This design comes from an exercise in tuning for small area on the open sky130 flow, not from production work. In this exercise RTL edits were held to simulation tests only and were not proved equivalent to the original. Power is estimated from default activity; no workload was simulated.

## job 2979
==> flow/design.v <==
module rename_stage #(
    parameter int ARCH_REGS = 32,
    parameter int PHYS_REGS = 128,
    parameter int FL_DEPTH  = 128
) (
    input  logic          clk,
    input  logic          reset,
    input  logic          valid_in,
    output logic          ready_in,
    input  logic [$clog2(ARCH_REGS)-1:0] rs1,
    input  logic [$clog2(ARCH_REGS)-1:0] rs2,
    input  logic [$clog2(ARCH_REGS)-1:0] rd,
    input  logic          rd_write,
    input  logic [1:0]    fu_in,
    input  logic          is_branch,
    output logic          valid_out,
    input  logic          ready_out,
    output logic [$clog2(PHYS_REGS)-1:0] ps1,
    output logic [$clog2(PHYS_REGS)-1:0] ps2,
    output logic [$clog2(PHYS_REGS)-1:0] pd_new,
    output logic [$clog2(PHYS_REGS)-1:0] pd_old,
    output logic [1:0]    fu_out,
    input  logic          retire_valid,
    input  logic [$clog2(PHYS_REGS)-1:0] retire_pd,
    input  logic          br_resolve,
    input  logic          mispredict
);
    localparam int PW    = $clog2(PHYS_REGS);
    localparam int NFREE = PHYS_REGS - ARCH_REGS;       
    localparam int SW    = $clog2(NFREE);                
    function automatic logic [SW:0] ptr_inc(input logic [SW:0] p);
        logic [SW:0] r;
        r = p + 1'b1;
        if (p[SW-1:0] == SW'(NFREE - 1)) r = {~p[SW], {SW{1'b0}}};
        ptr_inc = r;
    endfunction
    logic [PW-1:0] map_q      [1:ARCH_REGS-1];
    logic [PW-1:0] map_d      [1:ARCH_REGS-1];
    logic [PW-1:0] ckpt_map_q [1:ARCH_REGS-1];
    logic [PW-1:0] fl_q       [NFREE];
    logic [SW:0]   rd_ptr_q, rd_ptr_d, wr_ptr_q, ckpt_rd_ptr_q;
    logic          fl_wrapped_q;    
    logic          ckpt_valid_q, ckpt_take_q;
    logic          valid_out_q;
    logic [PW-1:0] ps1_q, ps2_q, pd_new_q, pd_old_q;
    logic [1:0]    fu_out_q;
    logic          alloc, fl_empty, restore, ready, accept, do_retire;
    logic          head_written;
    logic [PW-1:0] head, pd_alloc;
    function automatic logic [PW-1:0] map_rd(input logic [$clog2(ARCH_REGS)-1:0] a);
        logic [PW-1:0] v;
        v = '0;
        for (int i = 1; i < ARCH_REGS; i++)
            if (a == i) v = map_q[i];
        map_rd = v;
    endfunction
    assign alloc     = rd_write && (rd != '0);
    assign fl_empty  = (wr_ptr_q == rd_ptr_q);
    assign restore   = br_resolve && mispredict;
    assign ready     = (!valid_out_q || ready_out) && !(alloc && fl_empty) &&
                       !(is_branch && ckpt_valid_q) && !restore;
    assign accept    = valid_in && ready;
    assign do_retire = retire_valid && (retire_pd != '0);
    assign head_written = fl_wrapped_q || (rd_ptr_q[SW-1:0] < wr_ptr_q[SW-1:0]);
    assign head      = head_written ? fl_q[rd_ptr_q[SW-1:0]]
                                    : PW'(rd_ptr_q[SW-1:0]) + PW'(ARCH_REGS);
    assign pd_alloc  = alloc ? head : '0;
    assign ready_in  = ready;
    assign valid_out = valid_out_q;
    assign ps1       = ps1_q;
    assign ps2       = ps2_q;
    assign pd_new    = pd_new_q;
    assign pd_old    = pd_old_q;
    assign fu_out    = fu_out_q;
    always_comb begin
        for (int i = 1; i < ARCH_REGS; i++)
            map_d[i] = (accept && alloc && rd == i) ? head : map_q[i];
        rd_ptr_d = (accept && alloc) ? ptr_inc(rd_ptr_q) : rd_ptr_q;
    end
    always_ff @(posedge clk or posedge reset) begin
        if (reset) begin
            for (int i = 1; i < ARCH_REGS; i++) map_q[i] <= PW'(i);
            rd_ptr_q <= '0;
        end else if (restore) begin
            for (int i = 1; i < ARCH_REGS; i++) map_q[i] <= ckpt_map_q[i];
            rd_ptr_q <= ckpt_rd_ptr_q;
        end else begin
            for (int i = 1; i < ARCH_REGS; i++) map_q[i] <= map_d[i];
            rd_ptr_q <= rd_ptr_d;
        end
    end
    always_ff @(posedge clk or posedge reset) begin
        if (reset) begin
            ckpt_valid_q <= 1'b0;
        end else if (accept && is_branch) begin
            ckpt_valid_q <= 1'b1;
        end else if (br_resolve) begin
            ckpt_valid_q <= 1'b0;
        end
    end
    always_ff @(posedge clk or posedge reset) begin
        if (reset) ckpt_take_q <= 1'b0;
        else       ckpt_take_q <= accept && is_branch;
    end
    always_ff @(posedge clk) begin
        if (ckpt_take_q) begin
            for (int i = 1; i < ARCH_REGS; i++) ckpt_map_q[i] <= map_q[i];
            ckpt_rd_ptr_q <= rd_ptr_q;
        end
    end
    always_ff @(posedge clk or posedge reset) begin
        if (reset) begin
            wr_ptr_q     <= {1'b1, {SW{1'b0}}};
            fl_wrapped_q <= 1'b0;
        end else if (do_retire) begin
            wr_ptr_q <= ptr_inc(wr_ptr_q);
            if (wr_ptr_q[SW-1:0] == SW'(NFREE - 1)) fl_wrapped_q <= 1'b1;
        end
    end
    always_ff @(posedge clk) begin
        for (int i = 0; i < NFREE; i++)
            if (do_retire && wr_ptr_q[SW-1:0] == SW'(i)) fl_q[i] <= retire_pd;
    end
    always_ff @(posedge clk or posedge reset) begin
        if (reset) begin
            valid_out_q <= 1'b0;
        end else if (restore) begin
            valid_out_q <= 1'b0;
        end else if (accept) begin
            valid_out_q <= 1'b1;
        end else if (ready_out) begin
            valid_out_q <= 1'b0;
        end
    end
    always_ff @(posedge clk) begin
        if (accept) begin
            ps1_q    <= map_rd(rs1);
            ps2_q    <= map_rd(rs2);
            pd_new_q <= pd_alloc;
            pd_old_q <= map_rd(rd);
            fu_out_q <= fu_in;
        end
    end
endmodule
export LEC_CHECK = 0
export ABC_AREA = 1
export CAP_MARGIN = 20
export CORE_MARGIN = 2
export CORE_UTILIZATION = 50
export CTS_BUF_LIST = sky130_fd_sc_hd__clkbuf_2 sky130_fd_sc_hd__clkbuf_4
export CTS_CLUSTER_DIAMETER = 35
export CTS_CLUSTER_SIZE = 8
export GPL_TIMING_DRIVEN = 0
export SETUP_SLACK_MARGIN = 0.6
export SLEW_MARGIN = 20
create_clock -name core_clock -period 6.5 [get_ports {clk}]
standard.sh (not shown) runs the stock make flow with config.mk's settings and CLKGATE_MAP_FILE= SYNTH_SCRIPT=/design/flow/synth_recipe.tcl, a recipe that flattens the netlist after the stock synthesis.
==> flow/flow/run.sh <==
#!/bin/bash
set -euo pipefail
here=$PWD
cfg() { sed -n "s/^export $1 = //p" config.mk; }
args="-sink_clustering_enable -repair_clock_nets -dont_use_dummy_load"
[[ -n "$(cfg CTS_BUF_LIST)" ]] && args="$args -buf_list {$(cfg CTS_BUF_LIST)}"
[[ -n "$(cfg CTS_CLUSTER_SIZE)" ]] && args="$args -sink_clustering_size $(cfg CTS_CLUSTER_SIZE)"
[[ -n "$(cfg CTS_CLUSTER_DIAMETER)" ]] && args="$args -sink_clustering_max_diameter $(cfg CTS_CLUSTER_DIAMETER)"
export CTS_ARGS="$args"
export FLOW_ABC_SCRIPT=$here/flow/area.abc
export FLOW_SYNTH_TCL=$here/synth_recipe.tcl
# Port buffers: the smallest buffer; repair_design sizes or buffers behind it as needed.
export BUFFER_PORTS_ARGS="-buffer_cell sky130_fd_sc_hd__buf_1"
echo "CTS_ARGS=$CTS_ARGS" > cts_args.log
bash standard.sh SYNTH_SCRIPT=$here/flow/synth.tcl finish > standard_flow.log 2>&1
==> flow/flow/area.abc <==
strash
&get -n
&deepsyn -T 60
&dch -f
&nf -R 1000
&put
topo
stime -c
==> flow/flow/synth.tcl <==
# The standard synthesis (synth_recipe.tcl, unchanged), except that ABC maps
# the combinational logic with flow/area.abc: deeper area-oriented logic
# optimisation and mapping, and no buffering or sizing (placement repairs
# those). Flip-flops are mapped by dfflibmap before ABC runs, as usual.
proc abc {args} {
  set i [lsearch -exact $args -script]
  if {$i >= 0} {
    set args [lreplace $args [expr {$i + 1}] [expr {$i + 1}] $::env(FLOW_ABC_SCRIPT)]
  }
  yosys abc {*}$args
}
source $::env(FLOW_SYNTH_TCL)
Job 2979: no failed stages, no open violations at the end
Input-level comparison between job 7522 and job 2979:
Settings: CORE_UTILIZATION now 58, was 50.
### Flow results
- Job 7522 ended with every stage complete and zero timing, DRC or antenna violations.
- Looking at total wire length, job 7522 sits below job 2979.
- Looking at sequential share of layout area, job 7522 sits 0.35 points above job 2979.
- map_q[18][6] as the termination of the worst setup path was reported by job 7522, and map_q[17][6] by job 2979.
- Going from job 2979 to job 7522, final critical-path required period went up by 0.084 ns; worst hold slack went down 0.17 ns; tap cell count lower; combinational power higher.
Setup changes, job 7522 to job 1669
Settings: CTS_CLUSTER_SIZE: 8 -> 10; CTS_CLUSTER_DIAMETER: 35 -> 40; CAP_MARGIN: 20 -> 5; SLEW_MARGIN: 20 -> 5; SETUP_SLACK_MARGIN: 0.6 -> unset; CORE_UTILIZATION: 58 -> 50.
--- outcome ---
- Clock network area share for job 1669 is lower than for job 7522.
- Job 7522 vs job 1669, beginning of the critical path: rd_ptr_q[5] vs rd_ptr_q[4]
- Between job 1669 and job 7522, the reported sequential group power does not differ in any meaningful way.
- Job 1669 ran in full, but the layout does not pass; the checks complain about max-capacitance violations, max-slew violations, negative setup slack.
- On job 1669: die area is 13000 sq um higher than what job 7522 gave.
- For job 7522, the slowest stage cell on the critical path was sky130_fd_sc_hd__a221oi_1, unlike job 1669, where it was sky130_fd_sc_hd__nor4_1.
[inputs] job 2968 vs job 1669
Settings: changing SLEW_MARGIN from 5 to 20; changing CAP_MARGIN from 5 to 20; changing CORE_UTILIZATION from 50 to 65; removing GPL_TIMING_DRIVEN (formerly 0).
==> flow/run.sh (new file) <==
#!/bin/bash
# synth_recipe.tcl (not shown) runs the flow's synth.tcl, then flattens the netlist and writes it again
# the make line also repeats each setting of config.mk as NAME=value (left out here)
make -C /OpenROAD-flow-scripts/flow DESIGN_CONFIG=/design/flow/config.mk WORK_HOME=/design/flow/orfs CLKGATE_MAP_FILE= SYNTH_SCRIPT=/design/flow/synth_recipe.tcl finish
removed: flow/flow/run.sh
removed: flow/flow/area.abc
removed: flow/flow/synth.tcl
removed: flow/standard.sh
### Flow results
- Areal power density over the cells (higher): job 2968
- Measured against each other, job 2968 and job 1669 differ in number of ordinary inverters in the final layout, the lower figure coming from job 1669.
- Job 2968 completed every stage of the flow, and the final layout passed the timing, DRC and antenna checks.
- The adder and majority gate portion of the synthesized area was comparable across job 2968 and job 1669.
- From job 1669 to job 2968 the numbers moved as follows: overall routing resource usage now sits lower, routed wire length decreased 29%.

-- what the ideal ports hide --
The results above use ideal ports. As a check the final layouts listed here were re-extracted and re-timed, cells and wires unchanged.
Step 1 (the two cells are an assumption about what drives the block):
set clk [get_ports {clk}]
set_driving_cell -lib_cell sky130_fd_sc_hd__clkbuf_16 $clk
set_driving_cell -lib_cell sky130_fd_sc_hd__buf_2 [delete_from_list [all_inputs] $clk]
Step 2 also shifts input and output timing later by t, the mid clock arrival at the registers, as if the neighbouring blocks saw the same clock.
Slacks: ideal ports / drivers / drivers and shift; pairs: ideal ports / drivers.
run | t, ns | setup slack, ns | latest minus earliest clock arrival (ns) | pins driven straight from the clock port
job 2979 | 1.174 | 0.399 / 0.399 / 0.399 | 0.190 / 0.190 | 1
job 7522 | 1.167 | 0.315 / 0.315 / 0.315 | 0.191 / 0.191 | 1
job 1669 | 1.173 | -0.127 / -0.127 / -0.127 | 0.170 / 0.171 | 1
job 2968 | 1.122 | 1.118 / 1.081 / 0.907 | 0.120 / 0.120 | 1
For job 2968, which loses most, drivers alone change the setup slack by -0.037 ns; drivers and shift together by -0.211 ns.
